From an optimization exercise on the open Yosys and OpenROAD flow, aimed at small area, a short achievable clock period and few clock cycles per item; shortcuts taken in it are not production practice.
The RTL was checked by simulation tests, not by an equivalence proof against the original design.

==> flow/design.v <==
package mi_pipeline_pkg;
  localparam int SIZE       = 27;
  localparam int ADDR_WIDTH = 4;
  localparam int LINK_WIDTH = 4;
  localparam int K_WIDTH    = 18;
  localparam int FRAC       = 16;
  localparam int CS_LO      = 8;
endpackage
module link_table #(
  parameter int LINK_WIDTH = 4,
  parameter int ADDR_WIDTH = 4,
  parameter int K_WIDTH    = 18
) (
  input  logic                        clk,
  input  logic                        rst_n,
  input  logic                        we,
  input  logic [LINK_WIDTH-1:0]       waddr,
  input  logic [ADDR_WIDTH-1:0]       wmass_a,
  input  logic [ADDR_WIDTH-1:0]       wmass_b,
  input  logic signed [K_WIDTH-1:0]   wk,
  input  logic [LINK_WIDTH-1:0]       raddr,
  output logic                        rvalid,
  output logic signed [K_WIDTH-1:0]   rk,
  input  logic [LINK_WIDTH-1:0]       paddr,
  output logic [2*ADDR_WIDTH-1:0]     pmass,
  output logic [2*ADDR_WIDTH-1:0]     pmass0
);
  localparam int DEPTH = 1 << LINK_WIDTH;
  localparam int MW    = 2 * ADDR_WIDTH;
  logic [DEPTH-1:0]              vld;
  logic [DEPTH-1:0][MW-1:0]      m_ent;
  logic [DEPTH-1:0][K_WIDTH-1:0] k_ent;
  logic [DEPTH-1:0]              rsel;
  logic [DEPTH-1:0]              psel;
  always_ff @(posedge clk or negedge rst_n) begin
    if (!rst_n)
      vld <= '0;
    else if (we)
      vld[waddr] <= 1'b1;
  end
  for (genvar e = 0; e < DEPTH; e++) begin : g_ent
    always_ff @(posedge clk) begin
      if (we && waddr == e) begin
        m_ent[e] <= {wmass_a, wmass_b};
        k_ent[e] <= wk;
      end
    end
    assign rsel[e] = (raddr == e);
    assign psel[e] = (paddr == e);
  end
  assign pmass0 = m_ent[0];
  always_comb begin
    rvalid = 1'b0;
    rk     = '0;
    pmass  = '0;
    for (int e = 0; e < DEPTH; e++) begin
      rvalid = rvalid | (rsel[e] & vld[e]);
      rk     = rk | ({K_WIDTH{rsel[e] & vld[e]}} & k_ent[e]);
      pmass  = pmass | ({MW{psel[e]}} & m_ent[e]);
    end
  end
endmodule
module link_force_sequencer #(
  parameter int SIZE       = mi_pipeline_pkg::SIZE,
  parameter int ADDR_WIDTH = mi_pipeline_pkg::ADDR_WIDTH,
  parameter int LINK_WIDTH = mi_pipeline_pkg::LINK_WIDTH,
  parameter int K_WIDTH    = mi_pipeline_pkg::K_WIDTH,
  parameter int FRAC       = mi_pipeline_pkg::FRAC
) (
  input  logic                      clk,
  input  logic                      rst_n,
  input  logic                      start,
  input  logic [LINK_WIDTH:0]       n_links,
  input  logic                      cfg_we,
  input  logic [LINK_WIDTH-1:0]     cfg_addr,
  input  logic [ADDR_WIDTH-1:0]     cfg_mass_a,
  input  logic [ADDR_WIDTH-1:0]     cfg_mass_b,
  input  logic signed [K_WIDTH-1:0] cfg_k,
  output logic [ADDR_WIDTH-1:0]     r_addr_q1,
  output logic [ADDR_WIDTH-1:0]     r_addr_q2,
  input  logic signed [SIZE-1:0]    q1,
  input  logic signed [SIZE-1:0]    q2,
  output logic                      out_valid,
  input  logic                      out_ready,
  output logic [ADDR_WIDTH-1:0]     out_mass_a,
  output logic [ADDR_WIDTH-1:0]     out_mass_b,
  output logic signed [SIZE-1:0]    out_force,
  output logic                      busy,
  output logic                      done
);
  localparam int PW = SIZE + 1 + K_WIDTH;   
  localparam int HW = PW - FRAC;            
  localparam int ND = K_WIDTH / 2;          
  localparam int LO = mi_pipeline_pkg::CS_LO;
  logic                  active;    
  logic                  zdone;     
  logic                  iss;       
  logic [LINK_WIDTH-1:0] idx;       
  logic [LINK_WIDTH-1:0] idx_d;
  logic [LINK_WIDTH-1:0] pidx;
  logic                  rsm;       
  logic [LINK_WIDTH-1:0] ntx;       
  logic [LINK_WIDTH-1:0] last;      
  logic                  olast;     
  logic                  stall;
  logic                  xfer;
  logic                  issue;
  logic                  fin;
  logic                  start_go;
  logic                  we;
  logic                         t_valid;
  logic        [K_WIDTH-1:0]    t_k;
  logic [2*ADDR_WIDTH-1:0]      t_m;
  logic [2*ADDR_WIDTH-1:0]      t_m0;
  logic [2*ADDR_WIDTH-1:0]      pm;       
  logic [K_WIDTH:0] kx;
  logic [ND-1:0]    b_one;
  logic [ND-1:0]    b_two;
  logic [ND-1:0]    b_neg;
  logic                         s1_valid;
  logic        [SIZE:0]         s1_diff;
  logic [ND-1:0]                s1_one;
  logic [ND-1:0]                s1_two;
  logic [ND-1:0]                s1_neg;
  logic [2*ADDR_WIDTH-1:0]      s1_m;
  logic [PW-1:LO] cs_s;
  logic [PW-1:LO] cs_c;
  logic           cs_cl;
  logic                         s2_valid;
  logic [PW-1:LO]               s2_s;
  logic [PW-1:LO]               s2_c;
  logic                         s2_cl;
  logic [2*ADDR_WIDTH-1:0]      s2_m;
  logic [PW-1:LO]         prod;
  logic [HW-1:0]          hi;
  logic [SIZE-1:0]        force_d;
  assign stall    = out_valid & ~out_ready;
  assign xfer     = out_valid & out_ready;
  assign fin      = out_ready & olast;
  assign done     = fin | zdone;
  assign busy     = active & ~fin;
  assign start_go = start & ~active & (n_links != '0);
  assign issue    = start_go | (iss & ~rsm);
  assign we       = cfg_we & ~active;
  always_comb begin
    if (fin)
      idx_d = '0;
    else if (stall)
      idx_d = ntx + 1'b1;
    else if (issue)
      idx_d = idx + 1'b1;
    else
      idx_d = idx;
  end
  assign pidx = active ? (iss & ~rsm ? idx + 1'b1 : idx) : LINK_WIDTH'(1);
  link_table #(
    .LINK_WIDTH (LINK_WIDTH),
    .ADDR_WIDTH (ADDR_WIDTH),
    .K_WIDTH    (K_WIDTH)
  ) u_table (
    .clk     (clk),
    .rst_n   (rst_n),
    .we      (we),
    .waddr   (cfg_addr),
    .wmass_a (cfg_mass_a),
    .wmass_b (cfg_mass_b),
    .wk      (cfg_k),
    .raddr   (idx),
    .rvalid  (t_valid),
    .rk      (t_k),
    .paddr   (pidx),
    .pmass   (t_m),
    .pmass0  (t_m0)
  );
  always_ff @(posedge clk) begin
    if (we && cfg_addr == idx_d)
      pm <= {cfg_mass_a, cfg_mass_b};
    else if (idx_d == '0)
      pm <= t_m0;
    else
      pm <= t_m;
  end
  assign {r_addr_q1, r_addr_q2} = pm;
  always_ff @(posedge clk or negedge rst_n) begin
    if (!rst_n) begin
      active   <= 1'b0;
      zdone    <= 1'b0;
      iss      <= 1'b0;
      idx      <= '0;
      ntx      <= '0;
      last     <= '0;
      olast    <= 1'b0;
      rsm      <= 1'b0;
      s1_valid <= 1'b0;
      s2_valid <= 1'b0;
    end else begin
      zdone <= start & ~active & (n_links == '0);
      idx   <= idx_d;
      rsm   <= stall;
      if (start_go) begin
        active <= 1'b1;
        last   <= LINK_WIDTH'(n_links - 1'b1);
      end else if (fin) begin
        active <= 1'b0;
      end
      if (!stall)
        olast <= s2_valid & ~fin & ((out_valid ? ntx + 1'b1 : ntx) == last);
      if (fin) begin
        ntx <= '0;
        iss <= 1'b0;
      end else if (stall) begin
        iss      <= (ntx != last);
        s1_valid <= 1'b0;
        s2_valid <= 1'b0;
      end else begin
        if (xfer)
          ntx <= ntx + 1'b1;
        s1_valid <= issue;
        s2_valid <= s1_valid;
        if (issue)
          iss <= start_go ? (n_links > 5'd1) : (idx != last);
      end
    end
  end
  assign kx = {t_k, 1'b0};
  always_comb begin
    for (int j = 0; j < ND; j++) begin
      b_one[j] = kx[2*j+1] ^ kx[2*j];
      b_two[j] = (kx[2*j+2] & ~kx[2*j+1] & ~kx[2*j]) | (~kx[2*j+2] & kx[2*j+1] & kx[2*j]);
      b_neg[j] = kx[2*j+2];
    end
  end
  always_ff @(posedge clk) begin
    s1_diff <= {q2[SIZE-1], q2} - {q1[SIZE-1], q1};
    s1_one  <= b_one;
    s1_two  <= b_two;
    s1_neg  <= b_neg;
    s1_m    <= t_valid ? pm : '0;
  end
  lfs_booth_csa u_mul (
    .diff  (s1_diff),
    .b_one (s1_one),
    .b_two (s1_two),
    .b_neg (s1_neg),
    .s_hi  (cs_s),
    .c_hi  (cs_c),
    .c_lo  (cs_cl)
  );
  always_ff @(posedge clk) begin
    s2_s  <= cs_s;
    s2_c  <= cs_c;
    s2_cl <= cs_cl;
    s2_m  <= s1_m;
  end
  assign prod = s2_s + s2_c + (PW-LO)'(s2_cl);
  assign hi   = prod[PW-1:FRAC];
  always_comb begin
    if (hi[HW-1:SIZE-1] != '0 && hi[HW-1:SIZE-1] != '1)
      force_d = hi[HW-1] ? {1'b1, {(SIZE-1){1'b0}}} : {1'b0, {(SIZE-1){1'b1}}};
    else
      force_d = hi[SIZE-1:0];
  end
  always_ff @(posedge clk or negedge rst_n) begin
    if (!rst_n)
      out_valid <= 1'b0;
    else if (!stall)
      out_valid <= s2_valid & ~fin;
  end
  always_ff @(posedge clk) begin
    if (!stall) begin
      {out_mass_a, out_mass_b} <= s2_m;
      out_force                <= force_d;
    end
  end
endmodule
module lfs_booth_csa (
  input  logic [27:0] diff,
  input  logic [8:0] b_one,
  input  logic [8:0] b_two,
  input  logic [8:0] b_neg,
  output logic [37:0] s_hi,
  output logic [37:0] c_hi,
  output logic        c_lo
);
  logic [28:0] dx;
  logic [8:0] one, two, neg;
  logic [45:0] rs, rc;
  logic [8:0] lo;
  logic [28:0] pp0;
  logic [28:0] pp1;
  logic [28:0] pp2;
  logic [28:0] pp3;
  logic [28:0] pp4;
  logic [28:0] pp5;
  logic [28:0] pp6;
  logic [28:0] pp7;
  logic [28:0] pp8;
  assign dx = {diff[27], diff};
  assign one = b_one;
  assign two = b_two;
  assign neg = b_neg;
  assign pp0 = ({29{one[0]}} & dx | {29{two[0]}} & {dx[27:0], 1'b0}) ^ {29{neg[0]}};
  assign pp1 = ({29{one[1]}} & dx | {29{two[1]}} & {dx[27:0], 1'b0}) ^ {29{neg[1]}};
  assign pp2 = ({29{one[2]}} & dx | {29{two[2]}} & {dx[27:0], 1'b0}) ^ {29{neg[2]}};
  assign pp3 = ({29{one[3]}} & dx | {29{two[3]}} & {dx[27:0], 1'b0}) ^ {29{neg[3]}};
  assign pp4 = ({29{one[4]}} & dx | {29{two[4]}} & {dx[27:0], 1'b0}) ^ {29{neg[4]}};
  assign pp5 = ({29{one[5]}} & dx | {29{two[5]}} & {dx[27:0], 1'b0}) ^ {29{neg[5]}};
  assign pp6 = ({29{one[6]}} & dx | {29{two[6]}} & {dx[27:0], 1'b0}) ^ {29{neg[6]}};
  assign pp7 = ({29{one[7]}} & dx | {29{two[7]}} & {dx[27:0], 1'b0}) ^ {29{neg[7]}};
  assign pp8 = ({29{one[8]}} & dx | {29{two[8]}} & {dx[27:0], 1'b0}) ^ {29{neg[8]}};
  logic s1, c2;
  logic s3, c4;
  logic s5, c6;
  logic s7, c8;
  logic s9, c10;
  logic s11, c12;
  logic s13, c14;
  logic s15, c16;
  logic s17, c18;
  logic s19, c20;
  logic s21, c22;
  logic s23, c24;
  logic s25, c26;
  logic s27, c28;
  logic s29, c30;
  logic s31, c32;
  logic s33, c34;
  logic s35, c36;
  logic s37, c38;
  logic s39, c40;
  logic s41, c42;
  logic s43, c44;
  logic s45, c46;
  logic s47, c48;
  logic s49, c50;
  logic s51, c52;
  logic s53, c54;
  logic s55, c56;
  logic s57, c58;
  logic s59, c60;
  logic s61, c62;
  logic s63, c64;
  logic s65, c66;
  logic s67, c68;
  logic s69, c70;
  logic s71, c72;
  logic s73, c74;
  logic s75, c76;
  logic s77, c78;
  logic s79, c80;
  logic s81, c82;
  logic s83, c84;
  logic s85, c86;
  logic s87, c88;
  logic s89, c90;
  logic s91, c92;
  logic s93, c94;
  logic s95, c96;
  logic s97, c98;
  logic s99, c100;
  logic s101, c102;
  logic s103, c104;
  logic s105, c106;
  logic s107, c108;
  logic s109, c110;
  logic s111, c112;
  logic s113, c114;
  logic s115, c116;
  logic s117, c118;
  logic s119, c120;
  logic s121, c122;
  logic s123, c124;
  logic s125, c126;
  logic s127, c128;
  logic s129, c130;
  logic s131, c132;
  logic s133, c134;
  logic s135, c136;
  logic s137, c138;
  logic s139, c140;
  logic s141, c142;
  logic s143, c144;
  logic s145, c146;
  logic s147, c148;
  logic s149, c150;
  logic s151, c152;
  logic s153, c154;
  logic s155, c156;
  logic s157, c158;
  logic s159, c160;
  logic s161, c162;
  logic s163, c164;
  logic s165, c166;
  logic s167, c168;
  logic s169, c170;
  logic s171, c172;
  logic s173, c174;
  logic s175, c176;
  logic s177, c178;
  logic s179, c180;
  logic s181, c182;
  logic s183, c184;
  logic s185, c186;
  logic s187, c188;
  logic s189, c190;
  logic s191, c192;
  logic s193, c194;
  logic s195, c196;
  logic s197, c198;
  logic s199, c200;
  logic s201, c202;
  logic s203, c204;
  logic s205, c206;
  logic s207, c208;
  logic s209, c210;
  logic s211, c212;
  logic s213, c214;
  logic s215, c216;
  logic s217, c218;
  logic s219, c220;
  logic s221, c222;
  logic s223, c224;
  logic s225, c226;
  logic s227, c228;
  logic s229, c230;
  logic s231, c232;
  logic s233, c234;
  logic s235, c236;
  logic s237, c238;
  logic s239, c240;
  logic s241, c242;
  logic s243, c244;
  logic s245, c246;
  logic s247, c248;
  logic s249, c250;
  logic s251, c252;
  logic s253, c254;
  logic s255, c256;
  logic s257, c258;
  logic s259, c260;
  logic s261, c262;
  logic s263, c264;
  logic s265, c266;
  logic s267, c268;
  logic s269, c270;
  logic s271, c272;
  logic s273, c274;
  logic s275, c276;
  logic s277, c278;
  logic s279, c280;
  logic s281, c282;
  logic s283, c284;
  logic s285, c286;
  logic s287, c288;
  logic s289, c290;
  logic s291, c292;
  logic s293, c294;
  logic s295, c296;
  logic s297, c298;
  logic s299, c300;
  logic s301, c302;
  logic s303, c304;
  logic s305, c306;
  logic s307, c308;
  logic s309, c310;
  logic s311, c312;
  logic s313, c314;
  logic s315, c316;
  logic s317, c318;
  logic s319, c320;
  logic s321, c322;
  logic s323, c324;
  logic s325, c326;
  logic s327, c328;
  logic s329, c330;
  logic s331, c332;
  logic s333, c334;
  logic s335, c336;
  logic s337, c338;
  logic s339, c340;
  logic s341, c342;
  logic s343, c344;
  logic s345, c346;
  logic s347, c348;
  logic s349, c350;
  logic s351, c352;
  logic s353, c354;
  logic s355, c356;
  logic s357, c358;
  logic s359, c360;
  logic s361, c362;
  logic s363, c364;
  logic s365, c366;
  logic s367, c368;
  logic s369, c370;
  logic s371, c372;
  logic s373, c374;
  logic s375, c376;
  logic s377, c378;
  logic s379, c380;
  logic s381, c382;
  logic s383, c384;
  logic s385, c386;
  logic s387, c388;
  logic s389, c390;
  logic s391, c392;
  logic s393, c394;
  logic s395, c396;
  logic s397, c398;
  logic s399, c400;
  logic s401, c402;
  logic s403, c404;
  logic s405, c406;
  logic s407, c408;
  logic s409, c410;
  logic s411, c412;
  logic s413, c414;
  logic s415, c416;
  logic s417, c418;
  logic s419, c420;
  logic s421, c422;
  logic s423, c424;
  logic s425, c426;
  logic s427, c428;
  logic s429, c430;
  logic s431, c432;
  logic s433, c434;
  logic s435, c436;
  logic s437, c438;
  logic s439, c440;
  logic s441, c442;
  logic s443, c444;
  logic s445, c446;
  logic s447, c448;
  assign s1 = neg[1] ^ pp0[2] ^ pp1[0];
  assign c2 = (neg[1] & pp0[2]) | (neg[1] & pp1[0]) | (pp0[2] & pp1[0]);
  assign s3 = pp0[3] ^ pp1[1];
  assign c4 = pp0[3] & pp1[1];
  assign s5 = neg[2] ^ pp0[4] ^ pp1[2];
  assign c6 = (neg[2] & pp0[4]) | (neg[2] & pp1[2]) | (pp0[4] & pp1[2]);
  assign s7 = pp2[0] ^ c4;
  assign c8 = pp2[0] & c4;
  assign s9 = pp0[5] ^ pp1[3] ^ pp2[1];
  assign c10 = (pp0[5] & pp1[3]) | (pp0[5] & pp2[1]) | (pp1[3] & pp2[1]);
  assign s11 = c6 ^ c8;
  assign c12 = c6 & c8;
  assign s13 = neg[3] ^ pp0[6] ^ pp1[4];
  assign c14 = (neg[3] & pp0[6]) | (neg[3] & pp1[4]) | (pp0[6] & pp1[4]);
  assign s15 = pp2[2] ^ pp3[0] ^ c10;
  assign c16 = (pp2[2] & pp3[0]) | (pp2[2] & c10) | (pp3[0] & c10);
  assign s17 = s13 ^ c12;
  assign c18 = s13 & c12;
  assign s19 = pp0[7] ^ pp1[5] ^ pp2[3];
  assign c20 = (pp0[7] & pp1[5]) | (pp0[7] & pp2[3]) | (pp1[5] & pp2[3]);
  assign s21 = pp3[1] ^ c14 ^ s19;
  assign c22 = (pp3[1] & c14) | (pp3[1] & s19) | (c14 & s19);
  assign s23 = c16 ^ c18;
  assign c24 = c16 & c18;
  assign s25 = neg[4] ^ pp0[8] ^ pp1[6];
  assign c26 = (neg[4] & pp0[8]) | (neg[4] & pp1[6]) | (pp0[8] & pp1[6]);
  assign s27 = pp2[4] ^ pp3[2] ^ pp4[0];
  assign c28 = (pp2[4] & pp3[2]) | (pp2[4] & pp4[0]) | (pp3[2] & pp4[0]);
  assign s29 = c20 ^ s25 ^ s27;
  assign c30 = (c20 & s25) | (c20 & s27) | (s25 & s27);
  assign s31 = c22 ^ c24 ^ s29;
  assign c32 = (c22 & c24) | (c22 & s29) | (c24 & s29);
  assign s33 = pp0[9] ^ pp1[7] ^ pp2[5];
  assign c34 = (pp0[9] & pp1[7]) | (pp0[9] & pp2[5]) | (pp1[7] & pp2[5]);
  assign s35 = pp3[3] ^ pp4[1] ^ c26;
  assign c36 = (pp3[3] & pp4[1]) | (pp3[3] & c26) | (pp4[1] & c26);
  assign s37 = c28 ^ s33 ^ c30;
  assign c38 = (c28 & s33) | (c28 & c30) | (s33 & c30);
  assign s39 = s35 ^ c32 ^ s37;
  assign c40 = (s35 & c32) | (s35 & s37) | (c32 & s37);
  assign s41 = neg[5] ^ pp0[10] ^ pp1[8];
  assign c42 = (neg[5] & pp0[10]) | (neg[5] & pp1[8]) | (pp0[10] & pp1[8]);
  assign s43 = pp2[6] ^ pp3[4] ^ pp4[2];
  assign c44 = (pp2[6] & pp3[4]) | (pp2[6] & pp4[2]) | (pp3[4] & pp4[2]);
  assign s45 = pp5[0] ^ c34 ^ s41;
  assign c46 = (pp5[0] & c34) | (pp5[0] & s41) | (c34 & s41);
  assign s47 = s43 ^ c36 ^ s45;
  assign c48 = (s43 & c36) | (s43 & s45) | (c36 & s45);
  assign s49 = c38 ^ s47;
  assign c50 = c38 & s47;
  assign s51 = pp0[11] ^ pp1[9] ^ pp2[7];
  assign c52 = (pp0[11] & pp1[9]) | (pp0[11] & pp2[7]) | (pp1[9] & pp2[7]);
  assign s53 = pp3[5] ^ pp4[3] ^ pp5[1];
  assign c54 = (pp3[5] & pp4[3]) | (pp3[5] & pp5[1]) | (pp4[3] & pp5[1]);
  assign s55 = c42 ^ c44 ^ s51;
  assign c56 = (c42 & c44) | (c42 & s51) | (c44 & s51);
  assign s57 = s53 ^ c46 ^ s55;
  assign c58 = (s53 & c46) | (s53 & s55) | (c46 & s55);
  assign s59 = c48 ^ s57;
  assign c60 = c48 & s57;
  assign s61 = neg[6] ^ pp0[12] ^ pp1[10];
  assign c62 = (neg[6] & pp0[12]) | (neg[6] & pp1[10]) | (pp0[12] & pp1[10]);
  assign s63 = pp2[8] ^ pp3[6] ^ pp4[4];
  assign c64 = (pp2[8] & pp3[6]) | (pp2[8] & pp4[4]) | (pp3[6] & pp4[4]);
  assign s65 = pp5[2] ^ pp6[0] ^ c52;
  assign c66 = (pp5[2] & pp6[0]) | (pp5[2] & c52) | (pp6[0] & c52);
  assign s67 = c54 ^ s61 ^ s63;
  assign c68 = (c54 & s61) | (c54 & s63) | (s61 & s63);
  assign s69 = c56 ^ s65 ^ s67;
  assign c70 = (c56 & s65) | (c56 & s67) | (s65 & s67);
  assign s71 = c58 ^ s69;
  assign c72 = c58 & s69;
  assign s73 = pp0[13] ^ pp1[11] ^ pp2[9];
  assign c74 = (pp0[13] & pp1[11]) | (pp0[13] & pp2[9]) | (pp1[11] & pp2[9]);
  assign s75 = pp3[7] ^ pp4[5] ^ pp5[3];
  assign c76 = (pp3[7] & pp4[5]) | (pp3[7] & pp5[3]) | (pp4[5] & pp5[3]);
  assign s77 = pp6[1] ^ c62 ^ c64;
  assign c78 = (pp6[1] & c62) | (pp6[1] & c64) | (c62 & c64);
  assign s79 = s73 ^ s75 ^ c66;
  assign c80 = (s73 & s75) | (s73 & c66) | (s75 & c66);
  assign s81 = c68 ^ s77 ^ s79;
  assign c82 = (c68 & s77) | (c68 & s79) | (s77 & s79);
  assign s83 = c70 ^ c72;
  assign c84 = c70 & c72;
  assign s85 = neg[7] ^ pp0[14] ^ pp1[12];
  assign c86 = (neg[7] & pp0[14]) | (neg[7] & pp1[12]) | (pp0[14] & pp1[12]);
  assign s87 = pp2[10] ^ pp3[8] ^ pp4[6];
  assign c88 = (pp2[10] & pp3[8]) | (pp2[10] & pp4[6]) | (pp3[8] & pp4[6]);
  assign s89 = pp5[4] ^ pp6[2] ^ pp7[0];
  assign c90 = (pp5[4] & pp6[2]) | (pp5[4] & pp7[0]) | (pp6[2] & pp7[0]);
  assign s91 = c74 ^ c76 ^ s85;
  assign c92 = (c74 & c76) | (c74 & s85) | (c76 & s85);
  assign s93 = s87 ^ s89 ^ c78;
  assign c94 = (s87 & s89) | (s87 & c78) | (s89 & c78);
  assign s95 = s91 ^ c80 ^ s93;
  assign c96 = (s91 & c80) | (s91 & s93) | (c80 & s93);
  assign s97 = c82 ^ s95;
  assign c98 = c82 & s95;
  assign s99 = pp0[15] ^ pp1[13] ^ pp2[11];
  assign c100 = (pp0[15] & pp1[13]) | (pp0[15] & pp2[11]) | (pp1[13] & pp2[11]);
  assign s101 = pp3[9] ^ pp4[7] ^ pp5[5];
  assign c102 = (pp3[9] & pp4[7]) | (pp3[9] & pp5[5]) | (pp4[7] & pp5[5]);
  assign s103 = pp6[3] ^ pp7[1] ^ c86;
  assign c104 = (pp6[3] & pp7[1]) | (pp6[3] & c86) | (pp7[1] & c86);
  assign s105 = c88 ^ c90 ^ s99;
  assign c106 = (c88 & c90) | (c88 & s99) | (c90 & s99);
  assign s107 = s101 ^ c92 ^ s103;
  assign c108 = (s101 & c92) | (s101 & s103) | (c92 & s103);
  assign s109 = s105 ^ c94 ^ s107;
  assign c110 = (s105 & c94) | (s105 & s107) | (c94 & s107);
  assign s111 = c96 ^ s109;
  assign c112 = c96 & s109;
  assign s113 = neg[8] ^ pp0[16] ^ pp1[14];
  assign c114 = (neg[8] & pp0[16]) | (neg[8] & pp1[14]) | (pp0[16] & pp1[14]);
  assign s115 = pp2[12] ^ pp3[10] ^ pp4[8];
  assign c116 = (pp2[12] & pp3[10]) | (pp2[12] & pp4[8]) | (pp3[10] & pp4[8]);
  assign s117 = pp5[6] ^ pp6[4] ^ pp7[2];
  assign c118 = (pp5[6] & pp6[4]) | (pp5[6] & pp7[2]) | (pp6[4] & pp7[2]);
  assign s119 = pp8[0] ^ c100 ^ c102;
  assign c120 = (pp8[0] & c100) | (pp8[0] & c102) | (c100 & c102);
  assign s121 = s113 ^ s115 ^ s117;
  assign c122 = (s113 & s115) | (s113 & s117) | (s115 & s117);
  assign s123 = c104 ^ c106 ^ s119;
  assign c124 = (c104 & c106) | (c104 & s119) | (c106 & s119);
  assign s125 = s121 ^ c108 ^ s123;
  assign c126 = (s121 & c108) | (s121 & s123) | (c108 & s123);
  assign s127 = c110 ^ s125;
  assign c128 = c110 & s125;
  assign s129 = pp0[17] ^ pp1[15] ^ pp2[13];
  assign c130 = (pp0[17] & pp1[15]) | (pp0[17] & pp2[13]) | (pp1[15] & pp2[13]);
  assign s131 = pp3[11] ^ pp4[9] ^ pp5[7];
  assign c132 = (pp3[11] & pp4[9]) | (pp3[11] & pp5[7]) | (pp4[9] & pp5[7]);
  assign s133 = pp6[5] ^ pp7[3] ^ pp8[1];
  assign c134 = (pp6[5] & pp7[3]) | (pp6[5] & pp8[1]) | (pp7[3] & pp8[1]);
  assign s135 = c114 ^ c116 ^ c118;
  assign c136 = (c114 & c116) | (c114 & c118) | (c116 & c118);
  assign s137 = s129 ^ s131 ^ s133;
  assign c138 = (s129 & s131) | (s129 & s133) | (s131 & s133);
  assign s139 = c120 ^ c122 ^ s135;
  assign c140 = (c120 & c122) | (c120 & s135) | (c122 & s135);
  assign s141 = s137 ^ c124 ^ s139;
  assign c142 = (s137 & c124) | (s137 & s139) | (c124 & s139);
  assign s143 = c126 ^ s141;
  assign c144 = c126 & s141;
  assign s145 = pp0[18] ^ pp1[16] ^ pp2[14];
  assign c146 = (pp0[18] & pp1[16]) | (pp0[18] & pp2[14]) | (pp1[16] & pp2[14]);
  assign s147 = pp3[12] ^ pp4[10] ^ pp5[8];
  assign c148 = (pp3[12] & pp4[10]) | (pp3[12] & pp5[8]) | (pp4[10] & pp5[8]);
  assign s149 = pp6[6] ^ pp7[4] ^ pp8[2];
  assign c150 = (pp6[6] & pp7[4]) | (pp6[6] & pp8[2]) | (pp7[4] & pp8[2]);
  assign s151 = c130 ^ c132 ^ c134;
  assign c152 = (c130 & c132) | (c130 & c134) | (c132 & c134);
  assign s153 = s145 ^ s147 ^ s149;
  assign c154 = (s145 & s147) | (s145 & s149) | (s147 & s149);
  assign s155 = c136 ^ c138 ^ s151;
  assign c156 = (c136 & c138) | (c136 & s151) | (c138 & s151);
  assign s157 = s153 ^ c140 ^ s155;
  assign c158 = (s153 & c140) | (s153 & s155) | (c140 & s155);
  assign s159 = c142 ^ s157;
  assign c160 = c142 & s157;
  assign s161 = pp0[19] ^ pp1[17] ^ pp2[15];
  assign c162 = (pp0[19] & pp1[17]) | (pp0[19] & pp2[15]) | (pp1[17] & pp2[15]);
  assign s163 = pp3[13] ^ pp4[11] ^ pp5[9];
  assign c164 = (pp3[13] & pp4[11]) | (pp3[13] & pp5[9]) | (pp4[11] & pp5[9]);
  assign s165 = pp6[7] ^ pp7[5] ^ pp8[3];
  assign c166 = (pp6[7] & pp7[5]) | (pp6[7] & pp8[3]) | (pp7[5] & pp8[3]);
  assign s167 = c146 ^ c148 ^ c150;
  assign c168 = (c146 & c148) | (c146 & c150) | (c148 & c150);
  assign s169 = s161 ^ s163 ^ s165;
  assign c170 = (s161 & s163) | (s161 & s165) | (s163 & s165);
  assign s171 = c152 ^ c154 ^ s167;
  assign c172 = (c152 & c154) | (c152 & s167) | (c154 & s167);
  assign s173 = s169 ^ c156 ^ s171;
  assign c174 = (s169 & c156) | (s169 & s171) | (c156 & s171);
  assign s175 = c158 ^ s173;
  assign c176 = c158 & s173;
  assign s177 = pp0[20] ^ pp1[18] ^ pp2[16];
  assign c178 = (pp0[20] & pp1[18]) | (pp0[20] & pp2[16]) | (pp1[18] & pp2[16]);
  assign s179 = pp3[14] ^ pp4[12] ^ pp5[10];
  assign c180 = (pp3[14] & pp4[12]) | (pp3[14] & pp5[10]) | (pp4[12] & pp5[10]);
  assign s181 = pp6[8] ^ pp7[6] ^ pp8[4];
  assign c182 = (pp6[8] & pp7[6]) | (pp6[8] & pp8[4]) | (pp7[6] & pp8[4]);
  assign s183 = c162 ^ c164 ^ c166;
  assign c184 = (c162 & c164) | (c162 & c166) | (c164 & c166);
  assign s185 = s177 ^ s179 ^ s181;
  assign c186 = (s177 & s179) | (s177 & s181) | (s179 & s181);
  assign s187 = c168 ^ c170 ^ s183;
  assign c188 = (c168 & c170) | (c168 & s183) | (c170 & s183);
  assign s189 = s185 ^ c172 ^ s187;
  assign c190 = (s185 & c172) | (s185 & s187) | (c172 & s187);
  assign s191 = c174 ^ s189;
  assign c192 = c174 & s189;
  assign s193 = pp0[21] ^ pp1[19] ^ pp2[17];
  assign c194 = (pp0[21] & pp1[19]) | (pp0[21] & pp2[17]) | (pp1[19] & pp2[17]);
  assign s195 = pp3[15] ^ pp4[13] ^ pp5[11];
  assign c196 = (pp3[15] & pp4[13]) | (pp3[15] & pp5[11]) | (pp4[13] & pp5[11]);
  assign s197 = pp6[9] ^ pp7[7] ^ pp8[5];
  assign c198 = (pp6[9] & pp7[7]) | (pp6[9] & pp8[5]) | (pp7[7] & pp8[5]);
  assign s199 = c178 ^ c180 ^ c182;
  assign c200 = (c178 & c180) | (c178 & c182) | (c180 & c182);
  assign s201 = s193 ^ s195 ^ s197;
  assign c202 = (s193 & s195) | (s193 & s197) | (s195 & s197);
  assign s203 = c184 ^ c186 ^ s199;
  assign c204 = (c184 & c186) | (c184 & s199) | (c186 & s199);
  assign s205 = s201 ^ c188 ^ s203;
  assign c206 = (s201 & c188) | (s201 & s203) | (c188 & s203);
  assign s207 = c190 ^ s205;
  assign c208 = c190 & s205;
  assign s209 = pp0[22] ^ pp1[20] ^ pp2[18];
  assign c210 = (pp0[22] & pp1[20]) | (pp0[22] & pp2[18]) | (pp1[20] & pp2[18]);
  assign s211 = pp3[16] ^ pp4[14] ^ pp5[12];
  assign c212 = (pp3[16] & pp4[14]) | (pp3[16] & pp5[12]) | (pp4[14] & pp5[12]);
  assign s213 = pp6[10] ^ pp7[8] ^ pp8[6];
  assign c214 = (pp6[10] & pp7[8]) | (pp6[10] & pp8[6]) | (pp7[8] & pp8[6]);
  assign s215 = c194 ^ c196 ^ c198;
  assign c216 = (c194 & c196) | (c194 & c198) | (c196 & c198);
  assign s217 = s209 ^ s211 ^ s213;
  assign c218 = (s209 & s211) | (s209 & s213) | (s211 & s213);
  assign s219 = c200 ^ c202 ^ s215;
  assign c220 = (c200 & c202) | (c200 & s215) | (c202 & s215);
  assign s221 = s217 ^ c204 ^ s219;
  assign c222 = (s217 & c204) | (s217 & s219) | (c204 & s219);
  assign s223 = c206 ^ s221;
  assign c224 = c206 & s221;
  assign s225 = pp0[23] ^ pp1[21] ^ pp2[19];
  assign c226 = (pp0[23] & pp1[21]) | (pp0[23] & pp2[19]) | (pp1[21] & pp2[19]);
  assign s227 = pp3[17] ^ pp4[15] ^ pp5[13];
  assign c228 = (pp3[17] & pp4[15]) | (pp3[17] & pp5[13]) | (pp4[15] & pp5[13]);
  assign s229 = pp6[11] ^ pp7[9] ^ pp8[7];
  assign c230 = (pp6[11] & pp7[9]) | (pp6[11] & pp8[7]) | (pp7[9] & pp8[7]);
  assign s231 = c210 ^ c212 ^ c214;
  assign c232 = (c210 & c212) | (c210 & c214) | (c212 & c214);
  assign s233 = s225 ^ s227 ^ s229;
  assign c234 = (s225 & s227) | (s225 & s229) | (s227 & s229);
  assign s235 = c216 ^ c218 ^ s231;
  assign c236 = (c216 & c218) | (c216 & s231) | (c218 & s231);
  assign s237 = s233 ^ c220 ^ s235;
  assign c238 = (s233 & c220) | (s233 & s235) | (c220 & s235);
  assign s239 = c222 ^ s237;
  assign c240 = c222 & s237;
  assign s241 = pp0[24] ^ pp1[22] ^ pp2[20];
  assign c242 = (pp0[24] & pp1[22]) | (pp0[24] & pp2[20]) | (pp1[22] & pp2[20]);
  assign s243 = pp3[18] ^ pp4[16] ^ pp5[14];
  assign c244 = (pp3[18] & pp4[16]) | (pp3[18] & pp5[14]) | (pp4[16] & pp5[14]);
  assign s245 = pp6[12] ^ pp7[10] ^ pp8[8];
  assign c246 = (pp6[12] & pp7[10]) | (pp6[12] & pp8[8]) | (pp7[10] & pp8[8]);
  assign s247 = c226 ^ c228 ^ c230;
  assign c248 = (c226 & c228) | (c226 & c230) | (c228 & c230);
  assign s249 = s241 ^ s243 ^ s245;
  assign c250 = (s241 & s243) | (s241 & s245) | (s243 & s245);
  assign s251 = c232 ^ c234 ^ s247;
  assign c252 = (c232 & c234) | (c232 & s247) | (c234 & s247);
  assign s253 = s249 ^ c236 ^ s251;
  assign c254 = (s249 & c236) | (s249 & s251) | (c236 & s251);
  assign s255 = c238 ^ s253;
  assign c256 = c238 & s253;
  assign s257 = pp0[25] ^ pp1[23] ^ pp2[21];
  assign c258 = (pp0[25] & pp1[23]) | (pp0[25] & pp2[21]) | (pp1[23] & pp2[21]);
  assign s259 = pp3[19] ^ pp4[17] ^ pp5[15];
  assign c260 = (pp3[19] & pp4[17]) | (pp3[19] & pp5[15]) | (pp4[17] & pp5[15]);
  assign s261 = pp6[13] ^ pp7[11] ^ pp8[9];
  assign c262 = (pp6[13] & pp7[11]) | (pp6[13] & pp8[9]) | (pp7[11] & pp8[9]);
  assign s263 = c242 ^ c244 ^ c246;
  assign c264 = (c242 & c244) | (c242 & c246) | (c244 & c246);
  assign s265 = s257 ^ s259 ^ s261;
  assign c266 = (s257 & s259) | (s257 & s261) | (s259 & s261);
  assign s267 = c248 ^ c250 ^ s263;
  assign c268 = (c248 & c250) | (c248 & s263) | (c250 & s263);
  assign s269 = s265 ^ c252 ^ s267;
  assign c270 = (s265 & c252) | (s265 & s267) | (c252 & s267);
  assign s271 = c254 ^ s269;
  assign c272 = c254 & s269;
  assign s273 = pp0[26] ^ pp1[24] ^ pp2[22];
  assign c274 = (pp0[26] & pp1[24]) | (pp0[26] & pp2[22]) | (pp1[24] & pp2[22]);
  assign s275 = pp3[20] ^ pp4[18] ^ pp5[16];
  assign c276 = (pp3[20] & pp4[18]) | (pp3[20] & pp5[16]) | (pp4[18] & pp5[16]);
  assign s277 = pp6[14] ^ pp7[12] ^ pp8[10];
  assign c278 = (pp6[14] & pp7[12]) | (pp6[14] & pp8[10]) | (pp7[12] & pp8[10]);
  assign s279 = c258 ^ c260 ^ c262;
  assign c280 = (c258 & c260) | (c258 & c262) | (c260 & c262);
  assign s281 = s273 ^ s275 ^ s277;
  assign c282 = (s273 & s275) | (s273 & s277) | (s275 & s277);
  assign s283 = c264 ^ c266 ^ s279;
  assign c284 = (c264 & c266) | (c264 & s279) | (c266 & s279);
  assign s285 = s281 ^ c268 ^ s283;
  assign c286 = (s281 & c268) | (s281 & s283) | (c268 & s283);
  assign s287 = c270 ^ s285;
  assign c288 = c270 & s285;
  assign s289 = pp0[27] ^ pp1[25] ^ pp2[23];
  assign c290 = (pp0[27] & pp1[25]) | (pp0[27] & pp2[23]) | (pp1[25] & pp2[23]);
  assign s291 = pp3[21] ^ pp4[19] ^ pp5[17];
  assign c292 = (pp3[21] & pp4[19]) | (pp3[21] & pp5[17]) | (pp4[19] & pp5[17]);
  assign s293 = pp6[15] ^ pp7[13] ^ pp8[11];
  assign c294 = (pp6[15] & pp7[13]) | (pp6[15] & pp8[11]) | (pp7[13] & pp8[11]);
  assign s295 = c274 ^ c276 ^ c278;
  assign c296 = (c274 & c276) | (c274 & c278) | (c276 & c278);
  assign s297 = s289 ^ s291 ^ s293;
  assign c298 = (s289 & s291) | (s289 & s293) | (s291 & s293);
  assign s299 = c280 ^ c282 ^ s295;
  assign c300 = (c280 & c282) | (c280 & s295) | (c282 & s295);
  assign s301 = s297 ^ c284 ^ s299;
  assign c302 = (s297 & c284) | (s297 & s299) | (c284 & s299);
  assign s303 = c286 ^ s301;
  assign c304 = c286 & s301;
  assign s305 = 1'b1 ^ ~pp0[28] ^ pp1[26];
  assign c306 = (1'b1 & ~pp0[28]) | (1'b1 & pp1[26]) | (~pp0[28] & pp1[26]);
  assign s307 = pp2[24] ^ pp3[22] ^ pp4[20];
  assign c308 = (pp2[24] & pp3[22]) | (pp2[24] & pp4[20]) | (pp3[22] & pp4[20]);
  assign s309 = pp5[18] ^ pp6[16] ^ pp7[14];
  assign c310 = (pp5[18] & pp6[16]) | (pp5[18] & pp7[14]) | (pp6[16] & pp7[14]);
  assign s311 = pp8[12] ^ c290 ^ c292;
  assign c312 = (pp8[12] & c290) | (pp8[12] & c292) | (c290 & c292);
  assign s313 = c294 ^ s305 ^ s307;
  assign c314 = (c294 & s305) | (c294 & s307) | (s305 & s307);
  assign s315 = s309 ^ c296 ^ c298;
  assign c316 = (s309 & c296) | (s309 & c298) | (c296 & c298);
  assign s317 = s311 ^ s313 ^ c300;
  assign c318 = (s311 & s313) | (s311 & c300) | (s313 & c300);
  assign s319 = s315 ^ c302 ^ s317;
  assign c320 = (s315 & c302) | (s315 & s317) | (c302 & s317);
  assign s321 = 1'b1 ^ pp1[27] ^ pp2[25];
  assign c322 = (1'b1 & pp1[27]) | (1'b1 & pp2[25]) | (pp1[27] & pp2[25]);
  assign s323 = pp3[23] ^ pp4[21] ^ pp5[19];
  assign c324 = (pp3[23] & pp4[21]) | (pp3[23] & pp5[19]) | (pp4[21] & pp5[19]);
  assign s325 = pp6[17] ^ pp7[15] ^ pp8[13];
  assign c326 = (pp6[17] & pp7[15]) | (pp6[17] & pp8[13]) | (pp7[15] & pp8[13]);
  assign s327 = c306 ^ c308 ^ c310;
  assign c328 = (c306 & c308) | (c306 & c310) | (c308 & c310);
  assign s329 = s321 ^ s323 ^ s325;
  assign c330 = (s321 & s323) | (s321 & s325) | (s323 & s325);
  assign s331 = c312 ^ c314 ^ s327;
  assign c332 = (c312 & c314) | (c312 & s327) | (c314 & s327);
  assign s333 = s329 ^ c316 ^ s331;
  assign c334 = (s329 & c316) | (s329 & s331) | (c316 & s331);
  assign s335 = c318 ^ s333;
  assign c336 = c318 & s333;
  assign s337 = ~pp1[28] ^ pp2[26] ^ pp3[24];
  assign c338 = (~pp1[28] & pp2[26]) | (~pp1[28] & pp3[24]) | (pp2[26] & pp3[24]);
  assign s339 = pp4[22] ^ pp5[20] ^ pp6[18];
  assign c340 = (pp4[22] & pp5[20]) | (pp4[22] & pp6[18]) | (pp5[20] & pp6[18]);
  assign s341 = pp7[16] ^ pp8[14] ^ c322;
  assign c342 = (pp7[16] & pp8[14]) | (pp7[16] & c322) | (pp8[14] & c322);
  assign s343 = c324 ^ c326 ^ s337;
  assign c344 = (c324 & c326) | (c324 & s337) | (c326 & s337);
  assign s345 = s339 ^ c328 ^ c330;
  assign c346 = (s339 & c328) | (s339 & c330) | (c328 & c330);
  assign s347 = s341 ^ s343 ^ c332;
  assign c348 = (s341 & s343) | (s341 & c332) | (s343 & c332);
  assign s349 = s345 ^ c334 ^ s347;
  assign c350 = (s345 & c334) | (s345 & s347) | (c334 & s347);
  assign s351 = 1'b1 ^ pp2[27] ^ pp3[25];
  assign c352 = (1'b1 & pp2[27]) | (1'b1 & pp3[25]) | (pp2[27] & pp3[25]);
  assign s353 = pp4[23] ^ pp5[21] ^ pp6[19];
  assign c354 = (pp4[23] & pp5[21]) | (pp4[23] & pp6[19]) | (pp5[21] & pp6[19]);
  assign s355 = pp7[17] ^ pp8[15] ^ c338;
  assign c356 = (pp7[17] & pp8[15]) | (pp7[17] & c338) | (pp8[15] & c338);
  assign s357 = c340 ^ s351 ^ s353;
  assign c358 = (c340 & s351) | (c340 & s353) | (s351 & s353);
  assign s359 = c342 ^ c344 ^ s355;
  assign c360 = (c342 & c344) | (c342 & s355) | (c344 & s355);
  assign s361 = s357 ^ c346 ^ s359;
  assign c362 = (s357 & c346) | (s357 & s359) | (c346 & s359);
  assign s363 = c348 ^ s361;
  assign c364 = c348 & s361;
  assign s365 = ~pp2[28] ^ pp3[26] ^ pp4[24];
  assign c366 = (~pp2[28] & pp3[26]) | (~pp2[28] & pp4[24]) | (pp3[26] & pp4[24]);
  assign s367 = pp5[22] ^ pp6[20] ^ pp7[18];
  assign c368 = (pp5[22] & pp6[20]) | (pp5[22] & pp7[18]) | (pp6[20] & pp7[18]);
  assign s369 = pp8[16] ^ c352 ^ c354;
  assign c370 = (pp8[16] & c352) | (pp8[16] & c354) | (c352 & c354);
  assign s371 = s365 ^ s367 ^ c356;
  assign c372 = (s365 & s367) | (s365 & c356) | (s367 & c356);
  assign s373 = c358 ^ s369 ^ c360;
  assign c374 = (c358 & s369) | (c358 & c360) | (s369 & c360);
  assign s375 = s371 ^ c362 ^ s373;
  assign c376 = (s371 & c362) | (s371 & s373) | (c362 & s373);
  assign s377 = 1'b1 ^ pp3[27] ^ pp4[25];
  assign c378 = (1'b1 & pp3[27]) | (1'b1 & pp4[25]) | (pp3[27] & pp4[25]);
  assign s379 = pp5[23] ^ pp6[21] ^ pp7[19];
  assign c380 = (pp5[23] & pp6[21]) | (pp5[23] & pp7[19]) | (pp6[21] & pp7[19]);
  assign s381 = pp8[17] ^ c366 ^ c368;
  assign c382 = (pp8[17] & c366) | (pp8[17] & c368) | (c366 & c368);
  assign s383 = s377 ^ s379 ^ c370;
  assign c384 = (s377 & s379) | (s377 & c370) | (s379 & c370);
  assign s385 = s381 ^ c372 ^ s383;
  assign c386 = (s381 & c372) | (s381 & s383) | (c372 & s383);
  assign s387 = c374 ^ s385;
  assign c388 = c374 & s385;
  assign s389 = ~pp3[28] ^ pp4[26] ^ pp5[24];
  assign c390 = (~pp3[28] & pp4[26]) | (~pp3[28] & pp5[24]) | (pp4[26] & pp5[24]);
  assign s391 = pp6[22] ^ pp7[20] ^ pp8[18];
  assign c392 = (pp6[22] & pp7[20]) | (pp6[22] & pp8[18]) | (pp7[20] & pp8[18]);
  assign s393 = c378 ^ c380 ^ s389;
  assign c394 = (c378 & c380) | (c378 & s389) | (c380 & s389);
  assign s395 = s391 ^ c382 ^ s393;
  assign c396 = (s391 & c382) | (s391 & s393) | (c382 & s393);
  assign s397 = c384 ^ s395 ^ c386;
  assign c398 = (c384 & s395) | (c384 & c386) | (s395 & c386);
  assign s399 = 1'b1 ^ pp4[27] ^ pp5[25];
  assign c400 = (1'b1 & pp4[27]) | (1'b1 & pp5[25]) | (pp4[27] & pp5[25]);
  assign s401 = pp6[23] ^ pp7[21] ^ pp8[19];
  assign c402 = (pp6[23] & pp7[21]) | (pp6[23] & pp8[19]) | (pp7[21] & pp8[19]);
  assign s403 = c390 ^ c392 ^ s399;
  assign c404 = (c390 & c392) | (c390 & s399) | (c392 & s399);
  assign s405 = s401 ^ c394 ^ s403;
  assign c406 = (s401 & c394) | (s401 & s403) | (c394 & s403);
  assign s407 = c396 ^ s405;
  assign c408 = c396 & s405;
  assign s409 = ~pp4[28] ^ pp5[26] ^ pp6[24];
  assign c410 = (~pp4[28] & pp5[26]) | (~pp4[28] & pp6[24]) | (pp5[26] & pp6[24]);
  assign s411 = pp7[22] ^ pp8[20] ^ c400;
  assign c412 = (pp7[22] & pp8[20]) | (pp7[22] & c400) | (pp8[20] & c400);
  assign s413 = c402 ^ s409 ^ c404;
  assign c414 = (c402 & s409) | (c402 & c404) | (s409 & c404);
  assign s415 = s411 ^ c406 ^ s413;
  assign c416 = (s411 & c406) | (s411 & s413) | (c406 & s413);
  assign s417 = 1'b1 ^ pp5[27] ^ pp6[25];
  assign c418 = (1'b1 & pp5[27]) | (1'b1 & pp6[25]) | (pp5[27] & pp6[25]);
  assign s419 = pp7[23] ^ pp8[21] ^ c410;
  assign c420 = (pp7[23] & pp8[21]) | (pp7[23] & c410) | (pp8[21] & c410);
  assign s421 = s417 ^ c412 ^ s419;
  assign c422 = (s417 & c412) | (s417 & s419) | (c412 & s419);
  assign s423 = c414 ^ s421;
  assign c424 = c414 & s421;
  assign s425 = ~pp5[28] ^ pp6[26] ^ pp7[24];
  assign c426 = (~pp5[28] & pp6[26]) | (~pp5[28] & pp7[24]) | (pp6[26] & pp7[24]);
  assign s427 = pp8[22] ^ c418 ^ s425;
  assign c428 = (pp8[22] & c418) | (pp8[22] & s425) | (c418 & s425);
  assign s429 = c420 ^ s427 ^ c422;
  assign c430 = (c420 & s427) | (c420 & c422) | (s427 & c422);
  assign s431 = 1'b1 ^ pp6[27] ^ pp7[25];
  assign c432 = (1'b1 & pp6[27]) | (1'b1 & pp7[25]) | (pp6[27] & pp7[25]);
  assign s433 = pp8[23] ^ c426 ^ s431;
  assign c434 = (pp8[23] & c426) | (pp8[23] & s431) | (c426 & s431);
  assign s435 = c428 ^ s433;
  assign c436 = c428 & s433;
  assign s437 = ~pp6[28] ^ pp7[26] ^ pp8[24];
  assign c438 = (~pp6[28] & pp7[26]) | (~pp6[28] & pp8[24]) | (pp7[26] & pp8[24]);
  assign s439 = c432 ^ s437 ^ c434;
  assign c440 = (c432 & s437) | (c432 & c434) | (s437 & c434);
  assign s441 = 1'b1 ^ pp7[27] ^ pp8[25];
  assign c442 = (1'b1 & pp7[27]) | (1'b1 & pp8[25]) | (pp7[27] & pp8[25]);
  assign s443 = c438 ^ s441;
  assign c444 = c438 & s441;
  assign s445 = ~pp7[28] ^ pp8[26] ^ c442;
  assign c446 = (~pp7[28] & pp8[26]) | (~pp7[28] & c442) | (pp8[26] & c442);
  assign s447 = 1'b1 ^ pp8[27];
  assign c448 = 1'b1 & pp8[27];
  assign rs[0] = pp0[0];
  assign rc[0] = neg[0];
  assign rs[1] = pp0[1];
  assign rc[1] = 1'b0;
  assign rs[2] = s1;
  assign rc[2] = 1'b0;
  assign rs[3] = c2;
  assign rc[3] = s3;
  assign rs[4] = s5;
  assign rc[4] = s7;
  assign rs[5] = s9;
  assign rc[5] = s11;
  assign rs[6] = s15;
  assign rc[6] = s17;
  assign rs[7] = s21;
  assign rc[7] = s23;
  assign rs[8] = s31;
  assign rc[8] = 1'b0;
  assign rs[9] = s39;
  assign rc[9] = 1'b0;
  assign rs[10] = c40;
  assign rc[10] = s49;
  assign rs[11] = c50;
  assign rc[11] = s59;
  assign rs[12] = c60;
  assign rc[12] = s71;
  assign rs[13] = s81;
  assign rc[13] = s83;
  assign rs[14] = c84;
  assign rc[14] = s97;
  assign rs[15] = c98;
  assign rc[15] = s111;
  assign rs[16] = c112;
  assign rc[16] = s127;
  assign rs[17] = c128;
  assign rc[17] = s143;
  assign rs[18] = c144;
  assign rc[18] = s159;
  assign rs[19] = c160;
  assign rc[19] = s175;
  assign rs[20] = c176;
  assign rc[20] = s191;
  assign rs[21] = c192;
  assign rc[21] = s207;
  assign rs[22] = c208;
  assign rc[22] = s223;
  assign rs[23] = c224;
  assign rc[23] = s239;
  assign rs[24] = c240;
  assign rc[24] = s255;
  assign rs[25] = c256;
  assign rc[25] = s271;
  assign rs[26] = c272;
  assign rc[26] = s287;
  assign rs[27] = c288;
  assign rc[27] = s303;
  assign rs[28] = c304;
  assign rc[28] = s319;
  assign rs[29] = c320;
  assign rc[29] = s335;
  assign rs[30] = c336;
  assign rc[30] = s349;
  assign rs[31] = c350;
  assign rc[31] = s363;
  assign rs[32] = c364;
  assign rc[32] = s375;
  assign rs[33] = c376;
  assign rc[33] = s387;
  assign rs[34] = c388;
  assign rc[34] = s397;
  assign rs[35] = c398;
  assign rc[35] = s407;
  assign rs[36] = c408;
  assign rc[36] = s415;
  assign rs[37] = c416;
  assign rc[37] = s423;
  assign rs[38] = c424;
  assign rc[38] = s429;
  assign rs[39] = c430;
  assign rc[39] = s435;
  assign rs[40] = c436;
  assign rc[40] = s439;
  assign rs[41] = c440;
  assign rc[41] = s443;
  assign rs[42] = c444;
  assign rc[42] = s445;
  assign rs[43] = c446;
  assign rc[43] = s447;
  assign rs[44] = ~pp8[28];
  assign rc[44] = c448;
  assign rs[45] = 1'b1;
  assign rc[45] = 1'b0;
  assign lo = {1'b0, rs[7:0]} + {1'b0, rc[7:0]};
  assign c_lo = lo[8];
  assign s_hi = rs[45:8];
  assign c_hi = rc[45:8];
endmodule
==> flow/flow/run.sh <==
#!/bin/bash
# The standard layout (standard.sh), with the port buffers that
# buffer_ports inserts made sky130_fd_sc_hd__buf_2 cells.
set -euo pipefail
bash standard.sh "BUFFER_PORTS_ARGS=-buffer_cell sky130_fd_sc_hd__buf_2" finish > standard_make.log 2>&1
==> flow/standard.sh <==
#!/bin/bash
# synth_recipe.tcl (not shown) runs the flow's synth.tcl, then flattens the netlist and writes it again
# the make line also repeats each setting of config.mk as NAME=value (left out here)
make -C /OpenROAD-flow-scripts/flow DESIGN_CONFIG=/design/flow/config.mk WORK_HOME=/design/flow/orfs CLKGATE_MAP_FILE= SYNTH_SCRIPT=/design/flow/synth_recipe.tcl "${@:-finish}"
==> flow/config.mk <==
export PLATFORM = sky130hd
export DESIGN_NAME = link_force_sequencer
export DESIGN_NICKNAME = link_force_sequencer
export VERILOG_FILES = /design/flow/design.v
export SDC_FILE = /design/flow/constraint.sdc
export NUM_CORES = 4
export LEC_CHECK = 0
export CAP_MARGIN = 20
export CORE_MARGIN = 2
export CORE_UTILIZATION = 60
export CTS_BUF_LIST = sky130_fd_sc_hd__clkbuf_8
export SETUP_SLACK_MARGIN = 4.5
export SLEW_MARGIN = 20
==> flow/constraint.sdc <==
create_clock -name core_clock -period 8.0 [get_ports {clk}]
set_input_delay 1.6000 -clock core_clock [delete_from_list [all_inputs] [get_ports {clk}]]
set_output_delay 1.6000 -clock core_clock [all_outputs]
set_load 0.01 [all_outputs]
==> results of run 1 <==
-- kinds of logic (layout without fill, tap and decap cells) --
logic type | count (synthesis) | after routing
AOI/OAI and AO/OA | 720 | 721
other | 0 | 2
buffers and inverters | 412 | 685
xor gates and xnor gates | 338 | 338
DFF | 639 | 639
adders and majority gates | 303 | 303
muxes | 5 | 5
and+or+nand+nor | 375 | 376
-- per-stage QoR --
stage | hold WS [ps] | utilization, % | area (sq um) | instances | setup WS [ps]
floorplan | 310 | - | 35100 | 2792 | 4320
global placement | 310 | 63.0 | 36200 | 3542 | 3420
detailed placement | 312 | 63.0 | 36200 | 3542 | 3270
CTS | 326 | 67.7 | 38900 | 3750 | 4370
global route | 339 | 70.5 | 40500 | 3834 | 4360
finish | 327 | 70.5 | 40500 | 3834 | 4380
-- synthesized netlist by cell type (all sizes together) (62+ instances only) --
master / instances / share of area, %
a21oi: 64 / 0.92
a22oi: 358 / 7.7
clkbuf: 161 / 1.8
dfxtp: 152 / 8.8
edfxtp: 451 / 39
fa: 185 / 11
ha: 118 / 4.3
inv: 199 / 2.2
nand2: 69 / 0.75
nand3: 62 / 0.89
o21ai: 77 / 1.3
xnor2: 120 / 3.0
xor2: 218 / 5.5
-- cells in the final DEF, fill, tap and decap left out, drive strengths merged, types with 9 or more instances in the layout --
cell type	count
o22ai	9
a21o	34
nor2	61
dfxtp	152
a21oi	64
nand2b	12
edfxtp	451
and2	33
a31oi	9
a221oi	44
o31ai	14
ha	118
nand4	19
nor3	19
dfrtp	36
clkbuf	125
xor2	218
buf	286
nor2b	32
nand2	69
a22o	44
o21a	17
inv	238
o21ai	77
fa	185
xnor2	120
and3	26
nand3	62
clkinv	29
a22oi	358
-- flip-flops by register name, indices dropped and copies added, names as in the netlist, 9 cells and up --
register	cells
s2_s	37
out_force	27
s1_two	9
s1_neg	9
s1_diff	28
u_table.k_ent	288
s2_c	35
s1_one	9
u_table.vld	16
u_table.m_ent	128
-- cell type report --
cell class                 count  area (sq um)  share of cell area [%]
timing repair buffer         303          2760                    6.80
inverter                     199           811                    2.00
multi-input combinational   1743         16400                    40.4
clock inverter                73           443                    1.09
clock buffer                 110          1510                    3.74
antenna                        2          5.00                  0.0124
tap                          765           957                    2.36
sequential                   639         17600                    43.6
-- how the worst max path moves through the flow --
| stage | endpoint | slack, ps | cells past startpoint |
|---|---|---|---|
| after floorplan | busy | 4320 | 4 |
| after global placement | pm[0]$_DFF_P_ | 3420 | 9 |
| after detailed placement | pm[0]$_DFF_P_ | 3270 | 9 |
| after CTS | busy | 4370 | 4 |
| after global routing | busy | 4360 | 4 |
| final | busy | 4380 | 4 |
-- metal layers --
layer	GRT usage [%]	routed length, um	vias to the layer above
met5	0	27	-
met4	13.7	5170	4
met3	5.56	9000	381
met2	54.1	49500	1350
met1	39.4	36200	12200
li1	-	-	10600
-- repair_timing --
| action | CTS | global route |
|---|---|---|
| endpoints found under the setup margin | 87 | 68 |
| pin swaps | 12 | 71 |
| hold buffers | 0 | 0 |
| buffers inserted | 21 | 66 |
| resized for setup | 129 | 165 |
| cloned | 4 | 16 |
==> run_results.csv, run 1 <==
group,metric,value,unit
global_route,grt_pass1_vias,24300,
timing,min_period,3620,ps
critical_path,crit_type,"input port to primary output",
critical_path,cp.required,6400,ps
critical_path,worstRegToRegCells,9,
synth,synth_compound_area_share,15.5,%
routing,detail-route-antenna-nets,0,
synth,synthCells,2792,
floorplan,die_y,244,um
synth,synth_xor_area_share,8.53,%
clocking,htree_levels,3,
synth,synthArstFlopShare,5.63,%
routing,drt_pass1_iterations,7,
critical_path,path_cells,"buf_12, nand2_8, and2_4, buf_6",
timing,worst_pin_slew,957,ps
global_route,antenna_found_initial,4,
floorplan,core,57500,sq um
synth,synth_nets,3189,
routing,avgViaCountPerCell,6.41,
routing,num_vias,24600,
timing,max_freq,0.276,GHz
synth,yosysWarnings,2,
synth,synth_fa_ha_area_share,14.9,%
global_route,grtUsageTotal,31.5,%
floorplan,floorplan.rows,88,
floorplan,ios,140,
timing,min_period_over_period,45.3,%
synth,synth_top_flop_cell,"edfxtp_1",
clocking,clk_pin_slew,60,ps
critical_path,cp_num_buf_inv,2,
finish,drive_gt1_share,22.5,%
timing,final-setup-viol-count,0,
routing,drc,0,
synth,syn_area,34700,sq um
floorplan,dieWidth,244,um
synth,synth_top_family_by_area,"compound AO/OA/AOI/OAI gates",
outcome,status,"timing/DRC/antenna clean",
synth,synth_edf_count,451,
place,hpwl,55800,um
timing,slew_headroom,36.2,%
routing,wl,99900,um
floorplan,start_util,60.4,%
critical_path,cp-startpoint,"out_ready",
place,gp_congestion,0.875,
global_route,grt_max_degree,50,
clocking,clock_sinks,639,
clocking,ctsRootBufferMaster,"clkbuf_8",
synth,synthDistinctLibCells,90,
synth,seq_area_frac_synth,50.4,%
clocking,insertion_delay,740,ps
critical_path,slowest_delay,180,ps
min_path,hold_start,"s1_m[2]$_SDFF_PN0_",
global_route,grt_overflow,0,
synth,avgSynthCellArea,12.4,sq um
global_route,grt_pass1_wl,142000,um
timing,hold_viol,0,
timing,rsz0062_at_grt,"true",
place,portBuffers,139,
clocking,cts_tree,"yes",
clocking,cts_made_buffers,101,
finish,syn_to_final_growth,16.8,%
floorplan,die-area,59800,sq um
clocking,clockBufferDepth,3,
timing,finClkSkew,61.5,ps
flow_run,cap_violations,0,
critical_path,reg2reg_from,"s1_one[1]$_DFF_P_",
routing,drt_iter0_drc,2750,
synth,yosys.area_share.simple,5.79,%
critical_path,cp_top_family,"simple AND/OR/NAND/NOR gates",
finish,num-nets-final,3384,
timing,setup_tns,0,ps
critical_path,r2r_end,"s2_c[19]$_DFF_P_",
min_path,holdPathEnd,"s2_m[2]$_DFF_P_",
min_path,hold_path_depth,0,
critical_path,crit_arrival,2020,ps
critical_path,rrSetupSlack,4450,ps
timing,final_max_slew_viol_count,0,
synth,ys_ff_latch,639,
routing,wl_per_cell,26.1,um
critical_path,start_kind,"input port",
critical_path,crit_path_max_fanout,3,
finish,fill_cells,4108,
synth,synth_mux_area_share,0.151,%
critical_path,cpMaxStageDelayCell,"and2_4",
min_path,hold_class,"register to register",
critical_path,end_kind,"primary output",
Testbench counts, summed over its fixed seeds: cycles 6,298, items 5,157.
==> run 2, diff against run 1 <==
--- a/flow/config.mk
+++ b/flow/config.mk
@@ -5,6 +5,7 @@
 export SDC_FILE = /design/flow/constraint.sdc
 export NUM_CORES = 4
 export LEC_CHECK = 0
+export ABC_AREA = 1
 export CAP_MARGIN = 20
 export CORE_MARGIN = 2
 export CORE_UTILIZATION = 60
==> run_results.csv, run 2 <==
group,metric,value,unit
timing,min_period_over_period,46.8,%
synth,syn_area,36200,sq um
synth,avgSynthCellArea,10.1,sq um
timing,finClkSkew,40.1,ps
floorplan,ios,140,
flow_run,cap_violations,0,
floorplan,floorplan.rows,90,
synth,synth_top_flop_cell,"edfxtp_1",
place,gp_congestion,0.940,
clocking,cts_tree,"yes",
synth,synth_top_cell_area_share,37.4,%
synth,synthArstFlopShare,5.63,%
critical_path,crit_path_max_fanout,3,
critical_path,cp_top_family,"simple AND/OR/NAND/NOR gates",
synth,synth_most_common_cell,"nand2_1",
floorplan,start_util,60.3,%
outcome,status,"timing/DRC/antenna clean",
timing,final_max_slew_viol_count,0,
timing,max_freq,0.267,GHz
finish,layout_commonest_cell,"nand2_1",
place,dp.cells,4418,
global_route,grt_pass1_wl,160000,um
synth,ys_ff_latch,639,
timing,slew_headroom,19.4,%
synth,synth_nets,3973,
global_route,grtUsageTotal,34.1,%
synth,ys_top_cells_by_area,"edfxtp_1, fa_1, dfxtp_1, nand2_1, xor2_1",
finish,final_cell_mix,"nand2_1, edfxtp_1, inv_1",
global_route,grt_overflow,0,
timing,rsz0062_at_grt,"true",
finish,syn_to_final_growth,16.4,%
routing,num_vias,28200,
critical_path,cpMaxStageDelayCell,"or2_4",
finish,num-nets-final,4270,
routing,drt_pass1_iterations,19,
global_route,antenna_found_initial,4,
critical_path,start_kind,"input port",
place,portBuffers,139,
global_route,grt_max_degree,50,
synth,synth_edf_count,451,
finish,top_register,"u_table.k_ent",
critical_path,cp_num_buf_inv,3,
floorplan,core,60000,sq um
clocking,ctsRootBufferMaster,"clkbuf_8",
critical_path,crit_arrival,2150,ps
timing,final-setup-viol-count,0,
finish,stdcell_count,4743,
timing,setup_tns,0,ps
global_route,grt_pass1_vias,27200,
place,hpwl,68800,um
clocking,insertion_delay,730,ps
synth,synthDistinctLibCells,60,
finish,largest_reg_flops,288,
critical_path,crit_type,"input port to primary output",
critical_path,cp.required,6400,ps
clocking,cts_made_buffers,101,
timing,worst_pin_slew,1210,ps
timing,hold_viol,0,
synth,synthCells,3576,
clocking,clock_sinks,639,
synth,yosysWarnings,2,
routing,drt_iter0_drc,3242,
clocking,htree_levels,3,
synth,seq_area_frac_synth,48.3,%
routing,wl_per_cell,23.2,um
clocking,clk_pin_slew,60,ps
routing,wl,110000,um
finish,fill_cells,4457,
critical_path,path_cells,"buf_12, nand2_8, inv_8, or2_4, buf_6",
floorplan,die_y,250,um
min_path,hold_class,"register to register",
synth,synth.largest_area_cell,"edfxtp_1",
routing,avgViaCountPerCell,5.95,
floorplan,die-area,62300,sq um
routing,detail-route-antenna-nets,0,
finish,top_regs,"u_table.k_ent x288, u_table.m_ent x128, s2_s x37",
floorplan,dieWidth,250,um
clocking,clockBufferDepth,3,
timing,min_period,3750,ps
synth,yosys-top-cells-count,"nand2_1, edfxtp_1, inv_1",
critical_path,end_kind,"primary output",
critical_path,slowest_delay,220,ps
routing,drc,0,
finish,drive_gt1_share,18.5,%
run 2: changes by cell type after synthesis, moves of 32 or more:
cell / delta
o22ai_1: +233
nand2_1: +689
xnor2_1: -96
nor2_1: +156
nor2b_1: -32
clkinv_1: +47
xor2_1: +82
a22oi_1: -358
inv_1: +199
clkbuf_1: -110
nand3_1: +49
run 2: final timing paths:
kind | slack (ps) | start | endpoint | depth (start not counted)
worst max-delay path | 4250 | out_ready | done | 5
worst min-delay path | 320 | s1_m[5]$_SDFF_PN0_ | s2_m[5]$_DFF_P_ | 0
worst max register to register | 4480 | s1_one[4]$_DFF_P_ | s2_c[8]$_DFF_P_ | 10
worst min register to register | 320 | s1_m[5]$_SDFF_PN0_ | s2_m[5]$_DFF_P_ | 0
max in group asynchronous | 6450 | rst_n | u_table.vld[9]$_DFFE_PN0P_ | 1
min in group asynchronous | 990 | rst_n | u_table.vld[1]$_DFFE_PN0P_ | 1
run 2: kinds of logic after synthesis:
logic type | count (synthesis) | synth area share (%)
and+or+nand+nor | 1227 | 14.4
DFF | 639 | 48.3
buffers and inverters | 578 | 6.19
AOI/OAI and AO/OA | 503 | 8.86
xor gates and xnor gates | 324 | 7.84
adders and majority gates | 303 | 14.3
muxes | 2 | 0.0587
run 2: final cells by class:
cell class | count | area [sq um] | area share, %
inverters | 462 | 2040 | 4.84
clock inverters | 72 | 517 | 1.23
diodes | 2 | 5.00 | 0.0119
well taps | 782 | 978 | 2.32
multi-input cells | 2359 | 17100 | 40.6
clock buffers | 117 | 1610 | 3.82
repair inverters | 22 | 138 | 0.327
flip-flops and latches | 639 | 17600 | 41.7
repair buffers | 288 | 2160 | 5.12
run 2: metal layers:
| metal | GRT usage [%] | vias up | share of wire, % |
|---|---|---|---|
| met5 | 0 | - | 0.078 |
| met4 | 16.5 | 8 | 5.6 |
| met3 | 8.35 | 456 | 11 |
| met2 | 55.1 | 1715 | 47 |
| met1 | 43.1 | 13400 | 37 |
| li1 | - | 12600 | - |
run 2: timing repair:
action	CTS	global route
endpoints found under the hold margin	0	0
gates cloned	16	10
gates resized for setup	180	144
endpoints found under the setup margin	71	42
hold buffers	0	0
pin swaps	17	67
buffers inserted	41	67
run 2: stage by stage:
stage | util, % | worst slack, ps | cell area, sq um | hold WS, ps
after floorplan | - | 4440 | 36300 | 310
after global placement | 62.8 | 3540 | 37700 | 312
after detailed placement | 62.9 | 3370 | 37700 | 312
after CTS | 68.0 | 4250 | 40800 | 316
after global routing | 70.2 | 4240 | 42100 | 326
final | 70.2 | 4250 | 42200 | 316

==> re-timing with driven ports <==
No port has a modelled driver above. Below, the same layouts with a new extraction and two added sets of constraints. Step 1, drivers: a clkbuf_16 drives clk and a buf_2 each remaining input, both assumed. Step 2 adds t to the input delays and takes it off the output delays; t is the mean of the earliest and latest rising clock arrival at the registers after step 1. Input paths then give back, and output paths get back, about the clock's delay inside the block. Slacks: ideal / step 1 / step 2; pairs: ideal / step 1.
run | shift t [ns] | setup slack, ns | worst hold slack (ns) | worst setup path at the end | worst slew at a driven data input, ns
run 1 | 0.770 | 4.376 / 4.315 / 3.924 | 0.327 / 0.327 / 0.327 | input to register | 0.08
run 2 | 0.780 | 4.253 / 4.189 / 3.959 | 0.316 / 0.316 / 0.316 | input to register | 0.09
After both steps every run listed still meets setup and hold. The setup slack of run 1, which loses most, moves by -0.061 ns with the drivers and by -0.452 ns with both steps.
